Context: an optimization exercise on an open-source flow, tuned for a short achievable clock period and few clock cycles per item. The choices shown serve that exercise and are no tape-out recipe.
Function was checked by simulation only, so behaviour that the tests miss may differ from the original.
No activity file was given, so power comes from the tool's default toggle rates.

**config.mk**
```make
export PLATFORM = sky130hd
export DESIGN_NAME = modbus_rtu_register_slave
export DESIGN_NICKNAME = modbus_rtu_register_slave
export VERILOG_FILES = /design/flow/design.v
export SDC_FILE = /design/flow/constraint.sdc
export NUM_CORES = 4
export LEC_CHECK = 0
export CAP_MARGIN = 20
export CORE_MARGIN = 2
export CORE_UTILIZATION = 40
export SLEW_MARGIN = 20
```
**constraint.sdc**
```tcl
create_clock -name core_clock -period 5.5 [get_ports {i_clk}]
set_input_delay 1.1000 -clock core_clock [delete_from_list [all_inputs] [get_ports {i_clk}]]
set_output_delay 1.1000 -clock core_clock [all_outputs]
set_load 0.01 [all_outputs]
```
**design.v**
```verilog
package mbrs_pkg;
    localparam logic [1:0] OP_RX_BYTE = 2'd0;
    localparam logic [1:0] OP_HOST_RD = 2'd1;
    localparam logic [1:0] OP_HOST_WR = 2'd2;
    localparam logic [7:0] FN_READ_REGS  = 8'h03;
    localparam logic [7:0] FN_WRITE_REGS = 8'h10;
    localparam logic [7:0] FN_EXC_FLAG   = 8'h80;
    localparam logic [7:0] EXC_ILLEGAL_FUNC  = 8'h01;
    localparam logic [7:0] EXC_ILLEGAL_ADDR  = 8'h02;
    localparam logic [7:0] EXC_ILLEGAL_VALUE = 8'h03;
    localparam logic [7:0]  BCAST_ADDR   = 8'h00;
    localparam logic [7:0]  SID_RESET    = 8'h01;
    localparam logic [15:0] CRC_INIT     = 16'hFFFF;
    localparam logic [15:0] CRC_POLY     = 16'hA001;
    localparam int          MIN_FRAME    = 8;
    localparam int          WR_DATA_OFS  = 7;
    localparam int          WR_OVERHEAD  = 9;
    localparam int          HDR_BYTES    = 7;
    localparam int          EXC_BYTES    = 3;
    localparam int          ECHO_BYTES   = 6;
    localparam logic KIND_TX   = 1'b0;
    localparam logic KIND_HOST = 1'b1;
    typedef enum logic [8:0] {
        S_IDLE  = 9'b000000001,
        S_CHECK = 9'b000000010,
        S_TX    = 9'b000000100,
        S_FETCH = 9'b000001000,
        S_HOUT  = 9'b000010000,
        S_WRA   = 9'b000100000,
        S_WRB   = 9'b001000000,
        S_WRC   = 9'b010000000,
        S_DONE  = 9'b100000000
    } t_state;
    typedef enum logic [1:0] {
        M_EXC  = 2'd0,
        M_ECHO = 2'd1,
        M_READ = 2'd2,
        M_HOST = 2'd3
    } t_mode;
    typedef struct packed {
        logic       init;
        logic       en;
        logic [7:0] data;
    } t_crc_ctl;
endpackage
module mbrs_crc (
    input  logic              i_clk,
    input  logic              i_rst_n,
    input  mbrs_pkg::t_crc_ctl i_ctl,
    output logic [15:0]       o_crc
);
    logic [15:0] r_crc;
    logic [15:0] n_crc;
    always_comb begin
        n_crc = r_crc ^ {8'h00, i_ctl.data};
        for (int k = 0; k < 8; k++) begin
            if (n_crc[0]) begin
                n_crc = (n_crc >> 1) ^ mbrs_pkg::CRC_POLY;
            end else begin
                n_crc = n_crc >> 1;
            end
        end
    end
    always_ff @(posedge i_clk) begin
        if (!i_rst_n) begin
            r_crc <= mbrs_pkg::CRC_INIT;
        end else if (i_ctl.init) begin
            r_crc <= mbrs_pkg::CRC_INIT;
        end else if (i_ctl.en) begin
            r_crc <= n_crc;
        end
    end
    assign o_crc = r_crc;
endmodule
module modbus_rtu_register_slave #(
    parameter int FRAME_BYTES = 64,
    parameter int REG_COUNT   = 16
) (
    input  logic        i_clk,
    input  logic        i_rst_n,
    input  logic        i_cfg_wr_en,
    input  logic [7:0]  i_cfg_wr_data,
    input  logic        i_valid,
    output logic        o_ready,
    input  logic [1:0]  i_func,
    input  logic [7:0]  i_rx_byte,
    input  logic        i_frame_end,
    input  logic [3:0]  i_host_index,
    input  logic [15:0] i_host_value,
    output logic        o_valid,
    input  logic        i_ready,
    output logic        o_kind,
    output logic [7:0]  o_tx_byte,
    output logic        o_last,
    output logic [15:0] o_read_value
);
    localparam int BIW = $clog2(FRAME_BYTES);
    localparam int LW  = $clog2(FRAME_BYTES + 1);
    localparam int RIW = (REG_COUNT > 1) ? $clog2(REG_COUNT) : 1;
    localparam int CW  = $clog2(REG_COUNT + 1);
    localparam int PW  = $clog2(2 * REG_COUNT + 6);
    mbrs_pkg::t_state r_state;
    mbrs_pkg::t_mode  r_mode;
    logic [LW-1:0]  r_len;
    logic           r_ovf;
    logic [7:0]     r_sid;
    logic [7:0]     r_hdr [mbrs_pkg::HDR_BYTES];
    logic [7:0]     r_code;
    logic [PW-1:0]  r_pos;
    logic [PW-1:0]  r_n;
    logic [RIW-1:0] r_ridx;
    logic [15:0]    r_rdata;
    logic           r_rvld;
    logic           r_hoob;
    logic [BIW-1:0] r_bidx;
    logic [7:0]     r_bdata;
    logic [7:0]     r_hi;
    logic [CW-1:0]  r_k;
    logic [7:0]     r_buf [FRAME_BYTES];
    logic [15:0]    r_mem [REG_COUNT];
    logic           r_vld [REG_COUNT];
    logic           r_ovalid;
    logic           r_okind;
    logic [7:0]     r_otx;
    logic           r_olast;
    logic [15:0]    r_oval;
    mbrs_pkg::t_crc_ctl w_crc_ctl;
    logic [15:0]        w_crc;
    logic        w_accept;
    logic        w_slot_free;
    logic        w_store;
    logic [7:0]  w_hidx;
    logic        w_host_in;
    logic [7:0]  w_addr;
    logic [7:0]  w_fn;
    logic [15:0] w_start;
    logic [15:0] w_cnt;
    logic [7:0]  w_bc;
    logic        w_bcast;
    logic        w_frame_ok;
    logic        w_bad_start;
    logic        w_bad_cnt;
    logic        w_bc_bad;
    logic        w_read_ok;
    logic [15:0] w_rdata;
    logic [7:0]  w_txb;
    logic        w_tx_go;
    logic        w_tx_last;
    logic        w_fetch_next;
    logic        w_we;
    logic [RIW-1:0] w_waddr;
    logic [15:0] w_wdata;
    assign o_ready     = (r_state == mbrs_pkg::S_IDLE);
    assign w_accept    = i_valid && o_ready;
    assign w_slot_free = !r_ovalid || i_ready;
    assign w_store     = w_accept && (i_func == mbrs_pkg::OP_RX_BYTE) && !r_ovf
                         && (r_len != LW'(FRAME_BYTES));
    assign w_hidx      = {4'h0, i_host_index};
    assign w_host_in   = (w_hidx < 8'(REG_COUNT));
    assign w_addr      = r_hdr[0];
    assign w_fn        = r_hdr[1];
    assign w_start     = {r_hdr[2], r_hdr[3]};
    assign w_cnt       = {r_hdr[4], r_hdr[5]};
    assign w_bc        = r_hdr[6];
    assign w_bcast     = (w_addr == mbrs_pkg::BCAST_ADDR);
    assign w_frame_ok  = (r_len >= LW'(mbrs_pkg::MIN_FRAME)) && (r_len != LW'(FRAME_BYTES))
                         && ((w_addr == r_sid) || w_bcast) && (w_crc == 16'h0000);
    assign w_bad_start = (w_start >= 16'(REG_COUNT));
    assign w_bad_cnt   = (w_cnt == 16'h0000)
                         || (({1'b0, w_start} + {1'b0, w_cnt}) > 17'(REG_COUNT));
    assign w_bc_bad    = ((10'(w_bc) + 10'(mbrs_pkg::WR_OVERHEAD)) != 10'(r_len))
                         || (17'(w_bc) != {w_cnt, 1'b0});
    assign w_read_ok   = (w_fn == mbrs_pkg::FN_READ_REGS) && !w_bcast
                         && !w_bad_start && !w_bad_cnt;
    assign w_rdata   = (r_rvld && !r_hoob) ? r_rdata : 16'h0000;
    assign w_tx_go   = (r_state == mbrs_pkg::S_TX) && w_slot_free;
    assign w_tx_last = (r_pos == r_n + PW'(1));
    assign w_fetch_next = (r_mode == mbrs_pkg::M_READ) && !r_pos[0]
                          && (r_pos >= PW'(2)) && ((r_pos + PW'(1)) < r_n);
    always_comb begin
        if (r_pos == r_n) begin
            w_txb = w_crc[7:0];
        end else if (w_tx_last) begin
            w_txb = w_crc[15:8];
        end else begin
            case (r_mode)
                mbrs_pkg::M_EXC: begin
                    if (r_pos == PW'(0)) begin
                        w_txb = r_sid;
                    end else if (r_pos == PW'(1)) begin
                        w_txb = w_fn | mbrs_pkg::FN_EXC_FLAG;
                    end else begin
                        w_txb = r_code;
                    end
                end
                mbrs_pkg::M_ECHO: begin
                    w_txb = r_hdr[r_pos[2:0]];
                end
                mbrs_pkg::M_READ: begin
                    if (r_pos == PW'(0)) begin
                        w_txb = r_sid;
                    end else if (r_pos == PW'(1)) begin
                        w_txb = w_fn;
                    end else if (r_pos == PW'(2)) begin
                        w_txb = {r_hdr[5][6:0], 1'b0};
                    end else if (r_pos[0]) begin
                        w_txb = w_rdata[15:8];
                    end else begin
                        w_txb = w_rdata[7:0];
                    end
                end
                default: begin
                    w_txb = 8'h00;
                end
            endcase
        end
    end
    always_comb begin
        w_crc_ctl.init = (r_state == mbrs_pkg::S_CHECK) || (r_state == mbrs_pkg::S_DONE);
        w_crc_ctl.en   = w_store || (w_tx_go && (r_pos < r_n));
        w_crc_ctl.data = (r_state == mbrs_pkg::S_IDLE) ? i_rx_byte : w_txb;
    end
    mbrs_crc u_crc (
        .i_clk   (i_clk),
        .i_rst_n (i_rst_n),
        .i_ctl   (w_crc_ctl),
        .o_crc   (w_crc)
    );
    always_comb begin
        if (r_state == mbrs_pkg::S_WRC) begin
            w_we    = 1'b1;
            w_waddr = r_ridx;
            w_wdata = {r_hi, r_bdata};
        end else begin
            w_we    = w_accept && (i_func == mbrs_pkg::OP_HOST_WR) && w_host_in;
            w_waddr = w_hidx[RIW-1:0];
            w_wdata = i_host_value;
        end
    end
    always_ff @(posedge i_clk) begin
        if (w_we) begin
            r_mem[w_waddr] <= w_wdata;
        end
        if (r_state == mbrs_pkg::S_FETCH) begin
            r_rdata <= r_mem[r_ridx];
        end
    end
    always_ff @(posedge i_clk) begin
        if (!i_rst_n) begin
            for (int i = 0; i < REG_COUNT; i++) begin
                r_vld[i] <= 1'b0;
            end
        end else if (w_we) begin
            r_vld[w_waddr] <= 1'b1;
        end
    end
    always_ff @(posedge i_clk) begin
        if (r_state == mbrs_pkg::S_FETCH) begin
            r_rvld <= r_vld[r_ridx];
        end
    end
    always_ff @(posedge i_clk) begin
        if (w_store) begin
            r_buf[r_len[BIW-1:0]] <= i_rx_byte;
        end
        if ((r_state == mbrs_pkg::S_WRA) || (r_state == mbrs_pkg::S_WRB)) begin
            r_bdata <= r_buf[r_bidx];
        end
    end
    always_ff @(posedge i_clk) begin
        for (int i = 0; i < mbrs_pkg::HDR_BYTES; i++) begin
            if (w_store && (r_len == LW'(i))) begin
                r_hdr[i] <= i_rx_byte;
            end
        end
    end
    always_ff @(posedge i_clk) begin
        if (!i_rst_n) begin
            r_sid <= mbrs_pkg::SID_RESET;
        end else if (i_cfg_wr_en) begin
            r_sid <= i_cfg_wr_data;
        end
    end
    always_ff @(posedge i_clk) begin
        if (!i_rst_n) begin
            r_ovalid <= 1'b0;
        end else if (w_tx_go || ((r_state == mbrs_pkg::S_HOUT) && w_slot_free)) begin
            r_ovalid <= 1'b1;
        end else if (i_ready) begin
            r_ovalid <= 1'b0;
        end
    end
    always_ff @(posedge i_clk) begin
        if (w_tx_go) begin
            r_okind <= mbrs_pkg::KIND_TX;
            r_otx   <= w_txb;
            r_olast <= w_tx_last;
            r_oval  <= 16'h0000;
        end else if ((r_state == mbrs_pkg::S_HOUT) && w_slot_free) begin
            r_okind <= mbrs_pkg::KIND_HOST;
            r_otx   <= 8'h00;
            r_olast <= 1'b1;
            r_oval  <= w_rdata;
        end
    end
    always_ff @(posedge i_clk) begin
        if (!i_rst_n) begin
            r_state <= mbrs_pkg::S_IDLE;
            r_len   <= '0;
            r_ovf   <= 1'b0;
            r_mode  <= mbrs_pkg::M_EXC;
        end else begin
            case (r_state)
                mbrs_pkg::S_IDLE: begin
                    if (w_accept) begin
                        case (i_func)
                            mbrs_pkg::OP_RX_BYTE: begin
                                if (w_store) begin
                                    r_len <= r_len + LW'(1);
                                end else if (!r_ovf) begin
                                    r_ovf <= 1'b1;
                                end
                                if (i_frame_end) begin
                                    r_state <= mbrs_pkg::S_CHECK;
                                end
                            end
                            mbrs_pkg::OP_HOST_RD: begin
                                r_mode  <= mbrs_pkg::M_HOST;
                                r_ridx  <= w_hidx[RIW-1:0];
                                r_hoob  <= !w_host_in;
                                r_state <= mbrs_pkg::S_FETCH;
                            end
                            default: begin
                            end
                        endcase
                    end
                end
                mbrs_pkg::S_CHECK: begin
                    r_pos  <= '0;
                    r_hoob <= 1'b0;
                    r_mode <= w_read_ok ? mbrs_pkg::M_READ : mbrs_pkg::M_EXC;
                    r_n    <= w_read_ok ? (PW'(mbrs_pkg::EXC_BYTES)
                                           + PW'({w_cnt[CW-1:0], 1'b0}))
                                        : PW'(mbrs_pkg::EXC_BYTES);
                    if (!w_frame_ok) begin
                        r_state <= mbrs_pkg::S_DONE;
                    end else begin
                        case (w_fn)
                            mbrs_pkg::FN_READ_REGS: begin
                                if (w_bcast) begin
                                    r_state <= mbrs_pkg::S_DONE;
                                end else if (w_bad_start) begin
                                    r_code  <= mbrs_pkg::EXC_ILLEGAL_ADDR;
                                    r_state <= mbrs_pkg::S_TX;
                                end else if (w_bad_cnt) begin
                                    r_code  <= mbrs_pkg::EXC_ILLEGAL_VALUE;
                                    r_state <= mbrs_pkg::S_TX;
                                end else begin
                                    r_ridx  <= w_start[RIW-1:0];
                                    r_state <= mbrs_pkg::S_TX;
                                end
                            end
                            mbrs_pkg::FN_WRITE_REGS: begin
                                if (w_bc_bad) begin
                                    r_state <= mbrs_pkg::S_DONE;
                                end else if (w_bad_start) begin
                                    r_code  <= mbrs_pkg::EXC_ILLEGAL_ADDR;
                                    r_state <= w_bcast ? mbrs_pkg::S_DONE : mbrs_pkg::S_TX;
                                end else if (w_bad_cnt) begin
                                    r_code  <= mbrs_pkg::EXC_ILLEGAL_VALUE;
                                    r_state <= w_bcast ? mbrs_pkg::S_DONE : mbrs_pkg::S_TX;
                                end else begin
                                    r_ridx  <= w_start[RIW-1:0];
                                    r_k     <= w_cnt[CW-1:0];
                                    r_bidx  <= BIW'(mbrs_pkg::WR_DATA_OFS);
                                    r_state <= mbrs_pkg::S_WRA;
                                end
                            end
                            default: begin
                                r_code  <= mbrs_pkg::EXC_ILLEGAL_FUNC;
                                r_state <= w_bcast ? mbrs_pkg::S_DONE : mbrs_pkg::S_TX;
                            end
                        endcase
                    end
                end
                mbrs_pkg::S_TX: begin
                    if (w_slot_free) begin
                        r_pos <= r_pos + PW'(1);
                        if (w_tx_last) begin
                            r_state <= mbrs_pkg::S_DONE;
                        end else if (w_fetch_next) begin
                            r_state <= mbrs_pkg::S_FETCH;
                        end
                    end
                end
                mbrs_pkg::S_FETCH: begin
                    r_ridx  <= RIW'(r_ridx + RIW'(1));
                    r_state <= (r_mode == mbrs_pkg::M_HOST) ? mbrs_pkg::S_HOUT
                                                            : mbrs_pkg::S_TX;
                end
                mbrs_pkg::S_HOUT: begin
                    if (w_slot_free) begin
                        r_state <= mbrs_pkg::S_IDLE;
                    end
                end
                mbrs_pkg::S_WRA: begin
                    r_bidx  <= r_bidx + BIW'(1);
                    r_state <= mbrs_pkg::S_WRB;
                end
                mbrs_pkg::S_WRB: begin
                    r_hi    <= r_bdata;
                    r_bidx  <= r_bidx + BIW'(1);
                    r_state <= mbrs_pkg::S_WRC;
                end
                mbrs_pkg::S_WRC: begin
                    r_ridx <= RIW'(r_ridx + RIW'(1));
                    r_k    <= r_k - CW'(1);
                    if (r_k != CW'(1)) begin
                        r_state <= mbrs_pkg::S_WRA;
                    end else if (w_bcast) begin
                        r_state <= mbrs_pkg::S_DONE;
                    end else begin
                        r_mode  <= mbrs_pkg::M_ECHO;
                        r_n     <= PW'(mbrs_pkg::ECHO_BYTES);
                        r_state <= mbrs_pkg::S_TX;
                    end
                end
                mbrs_pkg::S_DONE: begin
                    r_len   <= '0;
                    r_ovf   <= 1'b0;
                    r_state <= mbrs_pkg::S_IDLE;
                end
                default: begin
                    r_state <= mbrs_pkg::S_IDLE;
                end
            endcase
        end
    end
    assign o_valid      = r_ovalid;
    assign o_kind       = r_okind;
    assign o_tx_byte    = r_otx;
    assign o_last       = r_olast;
    assign o_read_value = r_oval;
endmodule
```
**run.sh**
```bash
#!/bin/bash
# synth_recipe.tcl (not shown) runs the flow's synth.tcl, then flattens the netlist and writes it again
# the make line also repeats each setting of config.mk as NAME=value (left out here)
make -C /OpenROAD-flow-scripts/flow DESIGN_CONFIG=/design/flow/config.mk WORK_HOME=/design/flow/orfs CLKGATE_MAP_FILE= SYNTH_SCRIPT=/design/flow/synth_recipe.tcl finish
```
==> results.txt <==
[per-layer routing]
metal	track usage	part of all wire	vias up
li1	-	-	10073
met1	0.2836	0.43	12014
met2	0.3175	0.48	848
met3	0.03259	0.067	161
met4	0.05340	0.023	14
met5	0	0.00088	-
[worst paths after layout]
path                            from                 endpoint  slack [ns]  cells after the start
max reg2reg    r_hdr[5][0]$_DFFE_PP_      r_ridx[2]$_DFFE_PP_        0.56                     13
min reg2reg  r_oval[12]$_SDFFE_PP0P_  r_oval[12]$_SDFFE_PP0P_        0.45                      2
max            r_hdr[5][0]$_DFFE_PP_      r_ridx[2]$_DFFE_PP_        0.56                     13
min          r_oval[12]$_SDFFE_PP0P_  r_oval[12]$_SDFFE_PP0P_        0.45                      2
[kinds of logic after synthesis]
family,share of synthesized area
muxes,0.1358
xor gates and xnor gates,0.01645
buffers and inverters,0.01651
DFF,0.6975
AOI/OAI and AO/OA,0.05200
and+or+nand+nor,0.06756
adders and majority gates,0.01422
[cell type report]
| type | count | area share |
|---|---|---|
| diodes | 4 | 0.0002146 |
| clock buffers | 134 | 0.05750 |
| clock inverters | 50 | 0.01065 |
| inverters | 46 | 0.003703 |
| multi-input cells | 1337 | 0.2532 |
| flip-flops and latches | 978 | 0.6132 |
| well taps | 1368 | 0.03670 |
| repair buffers | 129 | 0.02479 |
[registers in the layout (all words and copies together), names as in the netlist, 9 cells and up]
register / flops
r_oval: 16
r_vld: 16
r_buf: 512
u_crc.r_crc: 16
r_rdata: 16
r_state: 9
r_hdr: 56
r_mem: 256
[cells in the mapped netlist, types with 12 or more instances]
library cell	number	area share
and2_1	16	0.0024
a22oi_1	20	0.0037
mux2i_1	81	0.020
dfxtp_1	77	0.038
buf_1	24	0.0022
a21oi_1	69	0.0084
xor2_1	30	0.0064
ha_1	45	0.014
xnor2_1	40	0.0085
o21ai_0	65	0.0079
mux2_2	17	0.0047
nand3_1	56	0.0068
nor3_1	29	0.0035
nor2_1	197	0.018
nor4_1	21	0.0032
mux4_2	202	0.11
edfxtp_1	901	0.66
nor2b_1	16	0.0024
a31oi_1	12	0.0018
inv_1	45	0.0041
a211oi_1	13	0.0024
clkbuf_1	96	0.0088
a221oi_1	26	0.0056
nand2_1	197	0.018
[metrics by stage]
stage / std cells / instance area [um^2]
2_1_floorplan: 2490 / 41000
3_3_place_gp: 3858 / 43430
3_5_place_dp: 3858 / 43440
4_1_cts: 4042 / 46610
5_1_grt: 4043 / 46630
6_report: 4046 / 46630
[worst max-delay path: cells and delay by family, from the launching register on]
kind | cells | cell delay (ns)
AOI/OAI and AO/OA | 8 | 1.98
and+or+nand+nor | 3 | 1.41
adders and majority gates | 2 | 0.68
DFF | 1 | 0.52
[report_power, final]
| group | internal (mW) | leakage, nW | switching (mW) |
|---|---|---|---|
| combinational | 0.426 | 5.07 | 0.670 |
| clock | 3.84 | 1.54 | 2.79 |
| sequential | 8.16 | 8.74 | 0.0840 |
==> impl_metrics.csv <==
group,metric,value,unit
timing,holdWs,0.4513,ns
layout,layout_commonest_cell,"edfxtp_1",
grt,first_global_vias,22718,
die,dieArea,0.1051,mm^2
timing,period_share,0.8980,
route,routed-via-count,23110,
route,route.detailed.drc,0,
timing,skew,0.02235,ns
timing,slew_viol_final,0,
route,ant_nets,0,
critical_path,crit_required,5.83,ns
critical_path,cp_slowest_cell,"or4b_1",
clock_network,cts_setup_buffers,0,
placed_design,port_buffers,71,
clock_network,postCtsHoldBufs,0,
power_and_ir_drop,p_leak,15.36,nW
critical_path,path_cells,"ha_1, fa_1, a21o_1, a21oi_1, o21bai_1, a21o_1, a21oi_1, o21ai_0, or3_1, a311oi_1, nand4_1, or4b_1, a21oi_1",
placed_design,place_ws,0.6614,ns
timing,hold_viol,0,
layout,post-route-util,0.4584,
die,start_util,0.4030,
route,firstDrtPassIters,7,
layout,fillers,8726,
synth,synth_enable_flop_cells,901,
critical_path,path_common_cell,"a21oi_1",
grt,grt_pass1_wl,153200,um
timing,setup_violations,0,
synth,syn_avg_cell_area,16.47,um^2
layout,seqCellArea,0.02860,mm^2
die,core_area,0.1017,mm^2
die,ioPinCount,72,
timing,finalCriticalPeriod,4.939,ns
critical_path,critPathCaptureType,"flip-flop",
grt,grt_overflow,0,
critical_path,critPathMaxFanout,10,
synth,synth_cells,2490,
power_and_ir_drop,p_per_area,342.5,mW/mm^2
layout,drive_above_1_share,0.1675,
grt,grt_max_degree,131,
placed_design,dp_hpwl,65810,um
timing,worst_slack,0.5611,ns
clock_network,cts_buffer_depth,3,
clock_network,cts_buffers,98,
synth,syn_nets,2580,
clock_network,htree_num_levels,3,
critical_path,crit_type,"flip-flop to flip-flop",
power_and_ir_drop,peakVddDrop,0.2831,mV
timing,clock.fmax,202.5,MHz
die,die_y,324.2,um
synth,syn_area,0.04100,mm^2
synth,ys_ff_latch,978,
clock_network,clkSlewWorstSetupHoldPaths,0.06,ns
layout,final_nets,2680,
placed_design,place.gp.congestion,0.9051,
clock_network,clk_latency,0.68,ns
timing,slew_headroom,0.3616,
power_and_ir_drop,design_power_total,15.97,mW
run_status,status,"no timing/DRC/antenna violations",
timing,worstMarginPinSlew,0.9577,ns
critical_path,critPathMaxStageDelay,0.61,ns
timing,rsz0062_at_grt,"no",
layout,multi_input_area,0.01181,mm^2
synth,ys_types,82,
grt,grt_usage,0.1989,
critical_path,cp-start-kind,"flip-flop",
route,routed_via_density,5.712,
synth,synth-seq-area-share,0.6975,
route,initialDrtViolationCount,2472,
layout,final_cell_mix,"edfxtp_1, mux4_2, nand2_1",
route,wire_per_inst,25.80,um
grt,antenna_found_initial,10,
die,rows,117,
die,die_x,324.2,um
synth,synthFlopType,"edfxtp_1",
critical_path,worst-endpoint-arrival,5.27,ns
route,drt-total-wl,104400,um
clock_network,cts_root_buffer,"clkbuf_16",
flow_run,drv_cap,0,
synth,async_flop_share,0,
layout,syn_to_final_growth,13.74,%
timing,setup_tns,0,ns
worst_hold_path,hold_path_class,"flip-flop to flip-flop",
clock_network,cts_resized,0,
clock_network,cts.sinks,978,
clock_network,cts_tree,"built",
synth,yosys_warnings,3,
Testbench counts, summed over its fixed seeds: cycles 10,483, items 384.

## what the ideal ports hide
How much do the figures lean on ideal ports? The routed layout below was timed once more, with nothing changed but the port constraints. Step 1 assumes that a clkbuf_16 drives the clock port and a buf_2 every other input. Step 2 adds t to the input delays and takes it off the output delays; t is the mean of the earliest and latest rising clock arrival at the registers after step 1. Input paths then give back, and output paths get back, about the clock's delay inside the block. a / b / c = ideal / step 1 / step 2; a / b = the first two.
t (ns): 0.730
setup WS [ns]: 0.561 / 0.561 / 0.561
hold WS [ns]: 0.451 / 0.451 / 0.451
After both steps this run still meets setup and hold. For this run, drivers alone change the setup slack by 0.000 ns; drivers and shift together by 0.000 ns.
